Background: an optimization exercise with open tools, aiming at small area, a short achievable clock period and few clock cycles per item. Do not read the settings as production practice.
Power figures rest on the tool's default switching activity, not on a simulated workload.

## v25
==> module vdc_out, before the edit <==
module vdc_out (
    input  wire logic                 i_clk,
    input  wire logic                 i_rst_n,
    input  wire logic                 i_load,
    input  wire logic [FUNC_W-1:0]    i_op,
    input  wire logic [OPD_W-1:0]     i_opd,
    input  wire logic                 i_period_we,   
    input  wire logic [PERIOD_W-1:0]  i_period,
    output      logic                 o_busy,
    output      logic                 o_rotate,   
    output      logic [SEG_W-1:0]     o_seg,
    output      logic [DUTY_W-1:0]    o_duty,
    output      logic [VAL_W-1:0]     o_value,
    output      logic [PERIOD_W-1:0]  o_compare
);
    logic [VAL_W-1:0]  r_value;
    logic              r_toggle;
    logic [DUTY_W-1:0] r_duty;
    logic [SEG_W-1:0]  r_seg;      
    logic [PERIOD_W:0] r_q;
    logic [PERIOD_W-1:0] r_qp;
    logic [6:0]        r_rem;
    logic [5:0]        w_a;
    logic [4:0]        w_b;
    logic              w_ge1;
    logic [VAL_W-1:0]  w_avg_val;
    assign w_a       = i_opd[10:5];
    assign w_b       = i_opd[4:0];
    assign w_ge1     = w_a[5] || (w_b >= ~w_a[4:0]);
    assign w_avg_val = (w_a == 6'd31 && w_b == 5'd31) ? 7'd33 : VAL_W'(w_a) + VAL_W'(w_ge1);
    logic [1:0]        w_mode;
    logic [DUTY_W-1:0] w_lv;
    logic              w_lv_zero, w_lv_full;
    assign w_mode    = i_opd[9:8];
    assign w_lv      = i_opd[DUTY_W-1:0];
    assign w_lv_zero = (w_lv == 7'd0);
    assign w_lv_full = (w_lv >= 7'd100);
    logic w_sw, w_set0, w_setp, w_start;
    assign w_sw    = i_load && (i_op == FUNC_SWITCH);
    assign w_set0  = w_sw && (w_mode == 2'd0 || (w_mode == 2'd2 && w_lv_zero));
    assign w_setp  = w_sw && (w_mode == 2'd1 || (w_mode == 2'd2 && w_lv_full));
    assign w_start = (i_period_we && r_duty != 7'd0) || (w_sw && w_mode == 2'd2 && !w_lv_zero && !w_lv_full);
    always_ff @(posedge i_clk) begin
        if (!i_rst_n) begin
            r_value  <= '0;
            r_toggle <= 1'b0;
            r_duty   <= '0;
            r_seg    <= '0;
        end else if (i_load) begin
            case (i_op)
                FUNC_SAMPLE: r_value <= w_avg_val;
                FUNC_REFRESH: begin
                    r_toggle <= !r_toggle;
                    r_seg    <= vdc_pkg::refresh_seg(r_toggle, r_value);
                end
                FUNC_SWITCH: case (w_mode)
                    2'd0: r_duty <= 7'd0;
                    2'd1: r_duty <= 7'd100;
                    2'd2: begin
                        r_duty  <= w_lv_full ? 7'd100 : w_lv;
                        r_value <= w_lv;
                    end
                    default: ;
                endcase
                default: ;
            endcase
        end
    end
    logic [1:0] w_k;
    logic [6:0] w_rem;
    logic [1:0] r_kq;
    logic       w_step;
    assign o_busy   = !r_q[PERIOD_W];
    assign w_step   = o_busy && !r_q[PERIOD_W-1];
    assign o_rotate = w_step;
    logic [8:0] w_t1;
    logic [1:0] w_k0, w_k1;
    logic [6:0] w_rem0, w_rem1;
    assign w_t1   = {1'b0, r_rem, 1'b0} + {2'b00, r_duty};
    assign w_k0   = {1'b0, r_rem >= 7'd50};
    assign w_rem0 = (r_rem >= 7'd50) ? 7'({r_rem, 1'b0} - 8'd100) : 7'({r_rem, 1'b0});
    always_comb begin
        if (w_t1 >= 9'd200) begin
            w_k1   = 2'd2;
            w_rem1 = 7'(w_t1 - 9'd200);
        end else if (w_t1 >= 9'd100) begin
            w_k1   = 2'd1;
            w_rem1 = 7'(w_t1 - 9'd100);
        end else begin
            w_k1   = 2'd0;
            w_rem1 = 7'(w_t1);
        end
    end
    assign w_k   = i_period[PERIOD_W-1] ? w_k1   : w_k0;
    assign w_rem = i_period[PERIOD_W-1] ? w_rem1 : w_rem0;
    always_ff @(posedge i_clk) begin
        if (!i_rst_n) begin
            r_q <= {1'b1, {PERIOD_W{1'b0}}};
        end else if (w_start) begin
            r_q <= '0;
        end else if (w_set0) begin
            r_q <= {1'b1, {PERIOD_W{1'b0}}};
        end else if (w_setp) begin
            r_q <= {1'b1, i_period};
        end else if (o_busy) begin
            r_q <= r_kq[1] ? {r_qp, 1'b0} : {r_q[PERIOD_W-1:0], r_kq[0]};
        end
    end
    always_ff @(posedge i_clk) begin
        if (w_start) begin
            r_qp <= 16'd1;
        end else if (o_busy) begin
            r_qp <= (r_kq == 2'd0) ? {r_q[PERIOD_W-2:0], 1'b1} : {r_qp[PERIOD_W-2:0], r_kq[1]};
        end
    end
    always_ff @(posedge i_clk) begin
        if (w_start) begin
            r_kq  <= 2'd1;
            r_rem <= '0;
        end else if (w_step) begin
            r_kq  <= w_k;
            r_rem <= w_rem;
        end
    end
    assign o_seg     = r_seg;
    assign o_duty    = r_duty;
    assign o_value   = r_value;
    assign o_compare = r_q[PERIOD_W-1:0];
endmodule
clock: 8.0 ns
lec_check: 0
abc_clock_period_in_ps: 2000
cap_margin: 20
core_margin: 2
core_utilization: 40
cts_buf_list: sky130_fd_sc_hd__clkbuf_4 sky130_fd_sc_hd__clkbuf_8
cts_cluster_diameter: 60
cts_cluster_size: 40
slew_margin: 20
standard.sh (not shown) runs the stock make flow with config.mk's settings and CLKGATE_MAP_FILE= SYNTH_SCRIPT=/design/flow/synth_recipe.tcl, a recipe that flattens the netlist after the stock synthesis.
==> flow/flow/run.sh <==
#!/bin/bash
# Standard layout, with the port buffers made from buf_2 cells instead of the
# default choice, and timing repair aiming further below the clock period.
set -euo pipefail
export BUFFER_PORTS_ARGS="-buffer_cell sky130_fd_sc_hd__buf_2"
export SETUP_SLACK_MARGIN=5
bash standard.sh > standard.log 2>&1
Inputs modified between v25 and v38:
==> flow/design.v, changed modules only <==
module vdc_out (
    input  wire logic                 i_clk,
    input  wire logic                 i_rst_n,
    input  wire logic                 i_load,
    input  wire logic [FUNC_W-1:0]    i_op,
    input  wire logic [OPD_W-1:0]     i_opd,
    input  wire logic                 i_period_we,   
    input  wire logic [PERIOD_W-1:0]  i_period,
    output      logic                 o_busy,
    output      logic                 o_rotate,   
    output      logic [SEG_W-1:0]     o_seg,
    output      logic [DUTY_W-1:0]    o_duty,
    output      logic [VAL_W-1:0]     o_value,
    output      logic [PERIOD_W-1:0]  o_compare
);
    logic [VAL_W-1:0]  r_value;
    logic              r_toggle;
    logic [DUTY_W-1:0] r_duty;
    logic [SEG_W-1:0]  r_seg;      
    logic [PERIOD_W:0] r_q;
    logic [PERIOD_W-1:0] r_qp;
    logic [6:0]        r_rem;
    logic [5:0]        w_a;
    logic [4:0]        w_b;
    logic              w_ge1;
    logic [VAL_W-1:0]  w_avg_val;
    assign w_a       = i_opd[10:5];
    assign w_b       = i_opd[4:0];
    assign w_ge1     = w_a[5] || (w_b >= ~w_a[4:0]);
    assign w_avg_val = (w_a == 6'd31 && w_b == 5'd31) ? 7'd33 : VAL_W'(w_a) + VAL_W'(w_ge1);
    logic [1:0]        w_mode;
    logic [DUTY_W-1:0] w_lv;
    logic              w_lv_zero, w_lv_full;
    assign w_mode    = i_opd[9:8];
    assign w_lv      = i_opd[DUTY_W-1:0];
    assign w_lv_zero = (w_lv == 7'd0);
    assign w_lv_full = (w_lv >= 7'd100);
    logic w_sw, w_set0, w_setp, w_start;
    assign w_sw    = i_load && (i_op == FUNC_SWITCH);
    assign w_set0  = w_sw && (w_mode == 2'd0 || (w_mode == 2'd2 && w_lv_zero));
    assign w_setp  = w_sw && (w_mode == 2'd1 || (w_mode == 2'd2 && w_lv_full));
    assign w_start = (i_period_we && r_duty != 7'd0) || (w_sw && w_mode == 2'd2 && !w_lv_zero && !w_lv_full);
    always_ff @(posedge i_clk) begin
        if (!i_rst_n) begin
            r_value  <= '0;
            r_toggle <= 1'b0;
            r_duty   <= '0;
            r_seg    <= '0;
        end else if (i_load) begin
            case (i_op)
                FUNC_SAMPLE: r_value <= w_avg_val;
                FUNC_REFRESH: begin
                    r_toggle <= !r_toggle;
                    r_seg    <= vdc_pkg::refresh_seg(r_toggle, r_value);
                end
                FUNC_SWITCH: case (w_mode)
                    2'd0: r_duty <= 7'd0;
                    2'd1: r_duty <= 7'd100;
                    2'd2: begin
                        r_duty  <= w_lv_full ? 7'd100 : w_lv;
                        r_value <= w_lv;
                    end
                    default: ;
                endcase
                default: ;
            endcase
        end
    end
    logic [8:0] w_t;
    logic [1:0] w_k;
    logic [8:0] w_rem;
    logic [1:0] r_kq;
    logic       w_step;
    assign o_busy   = !r_q[PERIOD_W];
    assign w_step   = o_busy && !r_q[PERIOD_W-1];
    assign o_rotate = w_step;
    assign w_t      = {1'b0, r_rem, 1'b0} + (i_period[PERIOD_W-1] ? {2'b00, r_duty} : 9'd0);
    always_comb begin
        if (w_t >= 9'd200) begin
            w_k   = 2'd2;
            w_rem = w_t - 9'd200;
        end else if (w_t >= 9'd100) begin
            w_k   = 2'd1;
            w_rem = w_t - 9'd100;
        end else begin
            w_k   = 2'd0;
            w_rem = w_t;
        end
    end
    always_ff @(posedge i_clk) begin
        if (!i_rst_n) begin
            r_q <= {1'b1, {PERIOD_W{1'b0}}};
        end else if (w_start) begin
            r_q <= '0;
        end else if (w_set0) begin
            r_q <= {1'b1, {PERIOD_W{1'b0}}};
        end else if (w_setp) begin
            r_q <= {1'b1, i_period};
        end else if (o_busy) begin
            r_q <= r_kq[1] ? {r_qp, 1'b0} : {r_q[PERIOD_W-1:0], r_kq[0]};
        end
    end
    always_ff @(posedge i_clk) begin
        if (w_start) begin
            r_qp <= 16'd1;
        end else if (o_busy) begin
            r_qp <= (r_kq == 2'd0) ? {r_q[PERIOD_W-2:0], 1'b1} : {r_qp[PERIOD_W-2:0], r_kq[1]};
        end
    end
    always_ff @(posedge i_clk) begin
        if (w_start) begin
            r_kq  <= 2'd1;
            r_rem <= '0;
        end else if (w_step) begin
            r_kq  <= w_k;
            r_rem <= w_rem[6:0];
        end
    end
    assign o_seg     = r_seg;
    assign o_duty    = r_duty;
    assign o_value   = r_value;
    assign o_compare = r_q[PERIOD_W-1:0];
endmodule
Findings:
Compared with v25, v38 shows a initial cell density of the core that is 0.59 points lower. Looking only at number of multi-input combinational cells in the layout, and setting everything else aside, the lower value of v25 and v38 goes to v38. Between v25 and v38, the cell-internal power is higher for v38. Compared with v25, in v38 combined area of the multi-input logic cells saw a decrease; first-pass GRT wire length saw a decrease; data arrival time of the worst path saw a decrease; total of plain and repair buffers excluding clock buffers saw a decrease; sum of net half-perimeters after detailed placement saw a decrease. Diff v25 -> v38 | overall power after layout | up by a few percent.
Function was not checked in any run of this note: the RTL went through the layout flow alone.

[port drivers added, routing unchanged]
The flow's constraints put no driver on any port. The routed layouts listed below were extracted and timed again, unchanged, in two steps.
Step 1, drivers: a clkbuf_16 drives i_clk and a buf_2 each remaining input, both assumed.
Step 2 adds t to the input delays and takes it off the output delays; t is the mean of the earliest and latest rising clock arrival at the registers after step 1. Input paths then give back, and output paths get back, about the clock's delay inside the block.
Three values: ideal ports, drivers, drivers and shift; two values: the first two.
run	t, ns	setup WS [ns]	worst setup path at the end	latest minus earliest clock arrival (ns)	worst register clock-pin slew, ns
v25	0.489	5.072 / 5.030 / 4.608	input to register	0.012 / 0.013	0.09 / 0.09
v38	0.486	4.981 / 4.946 / 4.578	input to register	0.019 / 0.019	0.10 / 0.10
After both steps every run listed still meets setup and hold. For v25, which loses most, drivers alone change the setup slack by -0.042 ns; drivers and shift together by -0.464 ns.
